This design comes from an exercise in tuning for small area and a short achievable clock period on the open sky130 flow, not from production work. In this exercise RTL edits were held to simulation tests only and were not proved equivalent to the original. No activity file was given, so power comes from the tool's default toggle rates.

## flow/design.v (module list and top-level ports; edited modules follow where they fit)
// module ycc_sat: 6 lines
// module ycc_ch0: 642 lines
// module ycc_ch1: 419 lines
// module ycc_ch2: 378 lines
// module ycc_dsel: 6 lines
// module ycc_ha: 4 lines
// module ycc_fa: 4 lines
// module ycbcr_rgb_color_convert: 82 lines
module ycbcr_rgb_color_convert
(
	input  logic                  clk,
	input  logic                  arst_n,
	input  logic                  start,
	output logic                  busy,
	input  logic [COMP_W-1:0]     comp0,
	input  logic [COMP_W-1:0]     comp1,
	input  logic [COMP_W-1:0]     comp2,
	input  logic                  frame_end,
	output logic                  done,
	output logic [COMP_W-1:0]     out0,
	output logic [COMP_W-1:0]     out1,
	output logic [COMP_W-1:0]     out2,
	output logic                  last_pixel,
	input  logic                  cfg_wr_en,
	input  logic [CFG_IDX_W-1:0]  cfg_index,
	input  logic [CFG_DATA_W-1:0] cfg_data
);
  // ...
==> flow/flow/run.sh <==
#!/bin/bash
# Layout flow: the standard ORFS flow (standard.sh, unchanged synthesis), with plain buffers
# (buf_1) instead of the default delay-cell buffers on the input and output ports. Each tool's
# full output is kept: ORFS's per-step logs under orfs/logs/, and make's own output in
# flow_make.log in this folder.
set -euo pipefail
bash standard.sh "BUFFER_PORTS_ARGS=-buffer_cell sky130_fd_sc_hd__buf_1" finish > flow_make.log 2>&1
test -s out/final.def
==> flow/standard.sh <==
#!/bin/bash
# synth_recipe.tcl (not shown) runs the flow's synth.tcl, then flattens the netlist and writes it again
# the make line also repeats each setting of config.mk as NAME=value (left out here)
make -C /OpenROAD-flow-scripts/flow DESIGN_CONFIG=/design/flow/config.mk WORK_HOME=/design/flow/orfs CLKGATE_MAP_FILE= SYNTH_SCRIPT=/design/flow/synth_recipe.tcl "${@:-finish}"
==> flow/config.mk <==
export PLATFORM = sky130hd
export DESIGN_NAME = ycbcr_rgb_color_convert
export DESIGN_NICKNAME = ycbcr_rgb_color_convert
export VERILOG_FILES = /design/flow/design.v
export SDC_FILE = /design/flow/constraint.sdc
export NUM_CORES = 4
export LEC_CHECK = 0
export CAP_MARGIN = 20
export CORE_MARGIN = 2
export CORE_UTILIZATION = 40
export CTS_BUF_LIST = sky130_fd_sc_hd__clkbuf_8
export SETUP_SLACK_MARGIN = 3.6
export SLEW_MARGIN = 20
export SYNTH_HIERARCHICAL = 1
==> flow/constraint.sdc <==
create_clock -name core_clock -period 6.5 [get_ports {clk}]
set_input_delay 1.3000 -clock core_clock [delete_from_list [all_inputs] [get_ports {clk}]]
set_output_delay 1.3000 -clock core_clock [all_outputs]
set_load 0.01 [all_outputs]
==> report_table.html, run 1 <==
<table>
<tr><th>Metric</th><th>Value</th></tr>
<tr><th colspan="2">Floorplan</th></tr>
<tr><td>Initial Util</td><td>0.405</td></tr>
<tr><td>Tapcell Cnt</td><td>~440</td></tr>
<tr><th colspan="2">Power</th></tr>
<tr><td>Share of total power in the clock network</td><td>0.085</td></tr>
<tr><td>Power Total</td><td>approximately 0.009 W</td></tr>
<tr><td>Flop+latch power</td><td>approximately 0.0019 W</td></tr>
<tr><td>Clk power</td><td>~0.00075 W</td></tr>
<tr><td>Maximum resistive drop on vdd</td><td>approximately 0.21 mV</td></tr>
<tr><th colspan="2">Timing</th></tr>
<tr><td>Slew @ Worst Pin</td><td>between 0.7 and 0.8 ns</td></tr>
<tr><th colspan="2">Finish</th></tr>
<tr><td>Nonclk inv count</td><td>78</td></tr>
<tr><td>ClkCell Share</td><td>0.0258</td></tr>
<tr><td>Dominant class by area</td><td>multi-input gates</td></tr>
<tr><td>Combined area of the multi-input logic cells</td><td>slightly above 0.009 mm^2</td></tr>
<tr><td>Regs by FF count</td><td>u_ch0.r0_q (19), u_ch0.r1_q (19)</td></tr>
<tr><td>Combined flip-flop and latch cell area</td><td>~0.0036 mm^2</td></tr>
<tr><td>Number of multi-input combinational cells in the layout</td><td>roughly 990</td></tr>
<tr><td>Clk_buf instances</td><td>17</td></tr>
<tr><td>Fill cells</td><td>a little over 3000</td></tr>
<tr><th colspan="2">Yosys</th></tr>
<tr><td>Syn_nets</td><td>1601</td></tr>
<tr><td>Share of the synthesized netlist area taken by xor and xnor gates</td><td>0.0180</td></tr>
<tr><td>Number of enable flip-flop cells after synthesis</td><td>0</td></tr>
<tr><td>Cells taking the most area after synthesis</td><td>fa_1 26%, dfxtp_1 24%, ha_1 10%</td></tr>
<tr><th colspan="2">Clock tree</th></tr>
<tr><td>Clock tree from TritonCTS</td><td>built</td></tr>
<tr><td># clock sinks</td><td>172</td></tr>
<tr><th colspan="2">Global routing</th></tr>
<tr><td>Global routing usage on met3</td><td>0.0378</td></tr>
<tr><td>Wire length of the first global-routing pass</td><td>roughly 53000 um</td></tr>
<tr><th colspan="2">Routing</th></tr>
<tr><td>Antenna violation net count after detailed routing</td><td>0</td></tr>
<tr><td>Count of routing violations after the opening detailed-route iteration</td><td>between 600 and 700</td></tr>
<tr><th colspan="2">Worst setup path</th></tr>
<tr><td>Flop-to-flop setup slack</td><td>approximately 3.7 ns</td></tr>
<tr><td>Category of the worst setup path launch point</td><td>flip-flop</td></tr>
<tr><td>Setup crit end kind</td><td>flip-flop</td></tr>
<tr><td>Critical path buffer and inverter count</td><td>1</td></tr>
<tr><td>Terminus of the critical flop-to-flop path</td><td>u_ch0.r0_q[5]</td></tr>
<tr><th colspan="2">Status</th></tr>
<tr><td>Outcome</td><td>no timing/DRC/antenna violations</td></tr>
</table>
==> run 2, diff against run 1 <==
--- a/flow/flow/run.sh
+++ b/flow/flow/run.sh
@@ -4,5 +4,5 @@
 # full output is kept: ORFS's per-step logs under orfs/logs/, and make's own output in
 # flow_make.log in this folder.
 set -euo pipefail
-bash standard.sh "BUFFER_PORTS_ARGS=-buffer_cell sky130_fd_sc_hd__buf_1" finish > flow_make.log 2>&1
+bash standard.sh "BUFFER_PORTS_ARGS=-buffer_cell sky130_fd_sc_hd__buf_1" RECOVER_POWER=100 finish > flow_make.log 2>&1
 test -s out/final.def
==> run 2 against run 1 <==
Now fails the layout checks on capacitance limit, slew limit. Global-route usage stayed put. Synthesized cell count stayed put. Die area stayed put. Final area is 0.80% lower. Sequential share of layout area is 0.085 points higher. Via count is 0.25% higher. Setup slack worse by 1.2 ns. Cell count stayed put. Non-clock buffer count stayed put. Sequential cell count stayed put. Critical endpoint is now u_ch2.c_q. Highest routed layer unchanged.
==> report_table.html, run 2 <==
<table>
<tr><th>Metric</th><th>Value</th></tr>
<tr><th colspan="2">Status</th></tr>
<tr><td>Outcome</td><td>failed layout checks</td></tr>
<tr><td>Checks that blocked a clean result</td><td>capacitance limit, slew limit</td></tr>
<tr><th colspan="2">Clock tree</th></tr>
<tr><td>Clock latency at the later pin of the worst-skew pair</td><td>around 0.5 ns</td></tr>
<tr><td>Largest buffer count on any clock path</td><td>2</td></tr>
<tr><td>Clock tree from TritonCTS</td><td>built</td></tr>
<tr><td>Worst-path clk slew</td><td>between 0.1 and 0.15 ns</td></tr>
<tr><td>Hold_buf cts</td><td>0</td></tr>
<tr><td>Root cell of the clock tree</td><td>clkbuf_8</td></tr>
<tr><td>Deepest level of the CTS H-tree</td><td>4</td></tr>
<tr><td>Number of clock buffers inserted by TritonCTS</td><td>17</td></tr>
<tr><td># clock sinks</td><td>172 (unchanged)</td></tr>
<tr><th colspan="2">Finish</th></tr>
<tr><td>Fill cells</td><td>3128 (+0.68%)</td></tr>
<tr><td>Share of post-route cells with drive strength above 1</td><td>0.126</td></tr>
<tr><td>Combined area of the multi-input logic cells</td><td>0.00929 mm^2 (-0.31%)</td></tr>
<tr><td>Leading cell type in the layout, fill and taps excluded</td><td>fa_1</td></tr>
<tr><td>Leading cell types in the layout, fill and taps excluded</td><td>170 x fa_1, 144 x dfxtp_1, 116 x nand2_1, 107 x ha_1, 78 x a21oi_1</td></tr>
<tr><td>Regs by FF count</td><td>u_ch0.r0_q (19), u_ch0.r1_q (19)</td></tr>
<tr><td>Net count of the finished layout</td><td>between 1500 and 2000</td></tr>
<tr><td>Synth-to-layout area growth</td><td>11.1%</td></tr>
<tr><td>Antenna fix cells</td><td>0</td></tr>
<tr><td>Combined flip-flop and latch cell area</td><td>0.00356 mm^2 (-0.45%)</td></tr>
<tr><th colspan="2">Place</th></tr>
<tr><td>Final GP Congestion</td><td>0.892</td></tr>
<tr><td>DPL Wire Length</td><td>about 25000 um</td></tr>
<tr><td>Worst slack after detailed placement</td><td>between 2 and 3 ns</td></tr>
<tr><td>Port Buffer Count</td><td>65</td></tr>
<tr><th colspan="2">Worst setup path</th></tr>
<tr><td>Highest net fanout along the worst path</td><td>24</td></tr>
<tr><td>Arrival time at the worst endpoint</td><td>~4.4 ns</td></tr>
<tr><td>Category of the worst setup path launch point</td><td>flip-flop</td></tr>
<tr><td>Terminus of the critical flop-to-flop path</td><td>u_ch2.c_q</td></tr>
<tr><td>Required time worst endpoint</td><td>slightly below 7 ns</td></tr>
<tr><td>Worst setup path startpoint</td><td>u_ch2.u_dsel0.q</td></tr>
<tr><td>Reg2Reg Depth</td><td>7</td></tr>
<tr><td>Setup crit end kind</td><td>flip-flop</td></tr>
<tr><td>Reg2reg start</td><td>u_ch2.u_dsel0.q</td></tr>
<tr><td>Worst Setup Path Type</td><td>flip-flop to flip-flop</td></tr>
<tr><td>Flop-to-flop setup slack</td><td>2.50 ns (-1.16 ns)</td></tr>
<tr><th colspan="2">Routing</th></tr>
<tr><td>Average wire per standard cell</td><td>approximately 18 um</td></tr>
<tr><td>Antenna violation net count after detailed routing</td><td>0 (unchanged)</td></tr>
<tr><td>Overall routed net length</td><td>between 30000 and 40000 um</td></tr>
<tr><td>Number of vias in the routed layout</td><td>between 9000 and 10000</td></tr>
<tr><td>Count of routing violations after the opening detailed-route iteration</td><td>602 (-11%)</td></tr>
<tr><td>DRC</td><td>0</td></tr>
<tr><td>Detailed-routing iteration count for the pre-antenna-repair pass</td><td>6</td></tr>
<tr><td>Post-detailed-route via-to-cell ratio</td><td>between 5 and 6</td></tr>
<tr><th colspan="2">Yosys</th></tr>
<tr><td>Cell accounting for the most synthesized area</td><td>fa_1</td></tr>
<tr><td>Count of synthesis-stage warnings from yosys</td><td>13</td></tr>
<tr><td>Cells taking the most area after synthesis</td><td>fa_1 26%, dfxtp_1 24%, ha_1 10%</td></tr>
<tr><td>Most used standard cells in the synthesized netlist</td><td>172 x fa_1, 158 x dfxtp_1, 119 x nand2_1</td></tr>
<tr><td>Combinational family with the most area after synthesis</td><td>adder cells</td></tr>
<tr><td>Fraction of the mapped netlist area in simple logic gates</td><td>0.125</td></tr>
<tr><td>Fraction of post-synthesis cell area in the top cell type by area</td><td>0.262</td></tr>
<tr><td>Distinct cell type count after synthesis</td><td>a little under 80</td></tr>
<tr><td>Cell with the most instances after synthesis</td><td>fa_1</td></tr>
<tr><td>Complex-gate fraction of the synthesized area</td><td>0.139</td></tr>
<tr><td>Area of the mapped netlist</td><td>between 0.01 and 0.015 mm^2</td></tr>
<tr><td>Sequential area share after synthesis</td><td>0.267</td></tr>
<tr><td>Multiplexer fraction of the synthesized cell area</td><td>0.0458</td></tr>
<tr><td>Async SR Flop Fraction</td><td>0.0814</td></tr>
<tr><td>Number of enable flip-flop cells after synthesis</td><td>0 (unchanged)</td></tr>
<tr><td>Syn_nets</td><td>1601 (unchanged)</td></tr>
<tr><td>Leading register cell type out of synthesis</td><td>dfxtp_1</td></tr>
<tr><td>Post-Synth Adder-Cell Area</td><td>0.367</td></tr>
<tr><td>Share of the synthesized netlist area taken by xor and xnor gates</td><td>0.0180 (unchanged)</td></tr>
<tr><td>Gate count after technology mapping</td><td>about 1300</td></tr>
<tr><td>Mean instance size in the synthesized netlist</td><td>slightly above 10 um^2</td></tr>
<tr><td>Number of flip-flops and latches in the synthesized netlist</td><td>~170</td></tr>
<tr><th colspan="2">Floorplan</th></tr>
<tr><td>Number of standard-cell rows in the floorplan</td><td>66</td></tr>
<tr><td>Boundary pin count</td><td>between 60 and 70</td></tr>
<tr><td>Initial Util</td><td>0.405 (unchanged)</td></tr>
<tr><td>Core Area</td><td>~0.032 mm^2</td></tr>
<tr><td>Full die area</td><td>0.0343 mm^2</td></tr>
<tr><td>Width of the die</td><td>approximately 190 um</td></tr>
<tr><td>Die span in y</td><td>~190 um</td></tr>
<tr><th colspan="2">Timing</th></tr>
<tr><td>Worst slew margin relative to its limit</td><td>-0.117</td></tr>
<tr><td>Slew @ Worst Pin</td><td>1.68 ns (+0.938 ns)</td></tr>
<tr><td>Sum Neg Setup Slack</td><td>0 ns</td></tr>
<tr><td>Fin. Hold Viols</td><td>0</td></tr>
<tr><td>Final worst path period need</td><td>about 4 ns</td></tr>
<tr><td>Unrepaired setup endpoints after global routing</td><td>true</td></tr>
<tr><td>Total of endpoints with negative setup slack in the final report</td><td>0</td></tr>
<tr><td>Pins Over Slew Limit</td><td>40</td></tr>
<tr><td>Period Utilization, post-route</td><td>0.616</td></tr>
<tr><td>Fin worst setup slack</td><td>between 2 and 2.5 ns</td></tr>
<tr><td>Achievable clock frequency</td><td>~250 MHz</td></tr>
<tr><td>Fin Clk Skew</td><td>between 0.02 and 0.03 ns</td></tr>
<tr><th colspan="2">Min path</th></tr>
<tr><td>Hold Crit Endpoint</td><td>last_pixel</td></tr>
<tr><td>Origin of the worst min-delay path</td><td>l2</td></tr>
<tr><td>Class of the worst hold path</td><td>flip-flop to flip-flop</td></tr>
<tr><td>Min-Delay Path Depth</td><td>0</td></tr>
<tr><th colspan="2">Global routing</th></tr>
<tr><td>Final global-route overflow total</td><td>0</td></tr>
<tr><td>Initial antenna violation count</td><td>0</td></tr>
<tr><td>Number of global-route vias before repair</td><td>approximately 9700</td></tr>
<tr><td>Overall fraction of global-route tracks in use</td><td>0.202</td></tr>
<tr><td>Maximum number of pins on one net before global-route repair</td><td>40</td></tr>
<tr><td>Wire length of the first global-routing pass</td><td>52600 um (unchanged)</td></tr>
<tr><th colspan="2">Power</th></tr>
<tr><td>PD cells</td><td>~600 mW/mm^2</td></tr>
<tr><td>Static Leakage</td><td>about 6.4 nW</td></tr>
<tr><td>Maximum resistive drop on vdd</td><td>0.211 mV (+0.10%)</td></tr>
<tr><th colspan="2">Job</th></tr>
<tr><td>Count of max-cap constraint violations</td><td>1</td></tr>
</table>
run 2: repair_timing:
item                       CTS  global route
cloned                       0             1
setup buffers                8            20
setup endpoints to repair   45            42
resized for setup           42            36
pin swaps                    5             5
run 2: kinds of logic (layout without fill, tap and decap cells):
family          after synthesis  in the layout
compound gates              286            286
fa+ha+maj                   282            282
mux                          56             56
buf+inv                     115            207
other cells                   1              1
simple gates                341            341
flops                       172            172
xor+xnor                     27             27
run 2: stage by stage:
step	hold WS (ns)	util	area [um^2]	std cells	total power, W
3_3_place_gp	0.317	0.426	13800	1753	0.00779
3_5_place_dp	0.314	0.426	13800	1753	0.00790
4_1_cts	0.330	0.445	14400	1793	0.00878
6_report	0.324	0.450	14600	1814	0.00879
2_1_floorplan	0.310	-	13200	1280	0.00643
5_1_grt	0.339	0.450	14600	1814	0.00974
run 2: Yosys stat by module, one instance, submodules excluded:
module	flops+latches	copies in the design	cells inside
ycc_fa	0	169	1
ycc_dsel	2	3	3
ycc_ch0	39	1	311
ycc_sat	0	3	10
ycc_ha	0	33	1
ycbcr_rgb_color_convert	73	1	336
ycc_ch2	27	1	172
ycc_ch1	27	1	220
run 2: cell type report:
type	instances	share of cell area
Clock buffer	17	0.0160
Timing Repair Buffer	97	0.0338
Clock inverter	15	0.0100
Inverter	77	0.0213
Timing Repair inverter	1	0.000600
Tap cell	442	0.0379
Multi-Input combinational cell	993	0.636
Sequential cell	172	0.244
run 2: where the power goes:
group	leakage [nW]	internal (W)	switching, W
registers	1.50	0.00162	0.000257
logic	4.67	0.00271	0.00345
clock network	0.190	0.000285	0.000468
run 2: critical path, cell delays in order (launching register included):
cell       delay (ns)
dfxtp_1          0.70
clkbuf_1         0.66
clkbuf_1         0.99
ha_1             0.32
fa_1             0.45
fa_1             0.48
o22a_1           0.18
o2bb2ai_1        0.11
run 2: worst max path at each step:
stage	end	slack, ns	cells after the start
2_1_floorplan	x0_1[8]	3.50	8
3_3_place_gp	u_ch0.r0_q[9]	2.80	7
3_5_place_dp	u_ch0.r0_q[9]	2.84	7
4_1_cts	u_ch1.c_q	3.60	10
5_1_grt	u_ch2.c_q	2.28	7
6_report	u_ch2.c_q	2.50	7
run 2: metal layers:
layer / up-vias / routed length [um] / global-route usage
met1: 4659 / 15200 / 0.272
li1: 4552 / - / -
met3: 55 / 1960 / 0.0378
met2: 302 / 15400 / 0.330
met4: 0 / 715 / 0.0590
met5: - / 0 / 0

## static timing again, ports no longer ideal
The results above use ideal ports. As a check the final layouts listed here were re-extracted and re-timed, cells and wires unchanged.
Step 1, drivers: a clkbuf_16 drives clk and a buf_2 each remaining input, both assumed.
Step 2, shift: input delay + t, output delay - t, t = (earliest + latest rising clock arrival at the registers) / 2. This alone moves slack from input paths to output paths.
Three values: no drivers, after step 1, after step 2; two values: the first two.
| run | shift t [ns] | setup slack, ns | worst setup path at the end |
|---|---|---|---|
| run 1 | 0.530 | 3.656 / 3.656 / 3.228 | input to register |
| run 2 | 0.528 | 2.496 / 2.496 / 2.496 | register to register |
The setup slack of run 1, which loses most, moves by 0.000 ns with the drivers and by -0.428 ns with both steps.
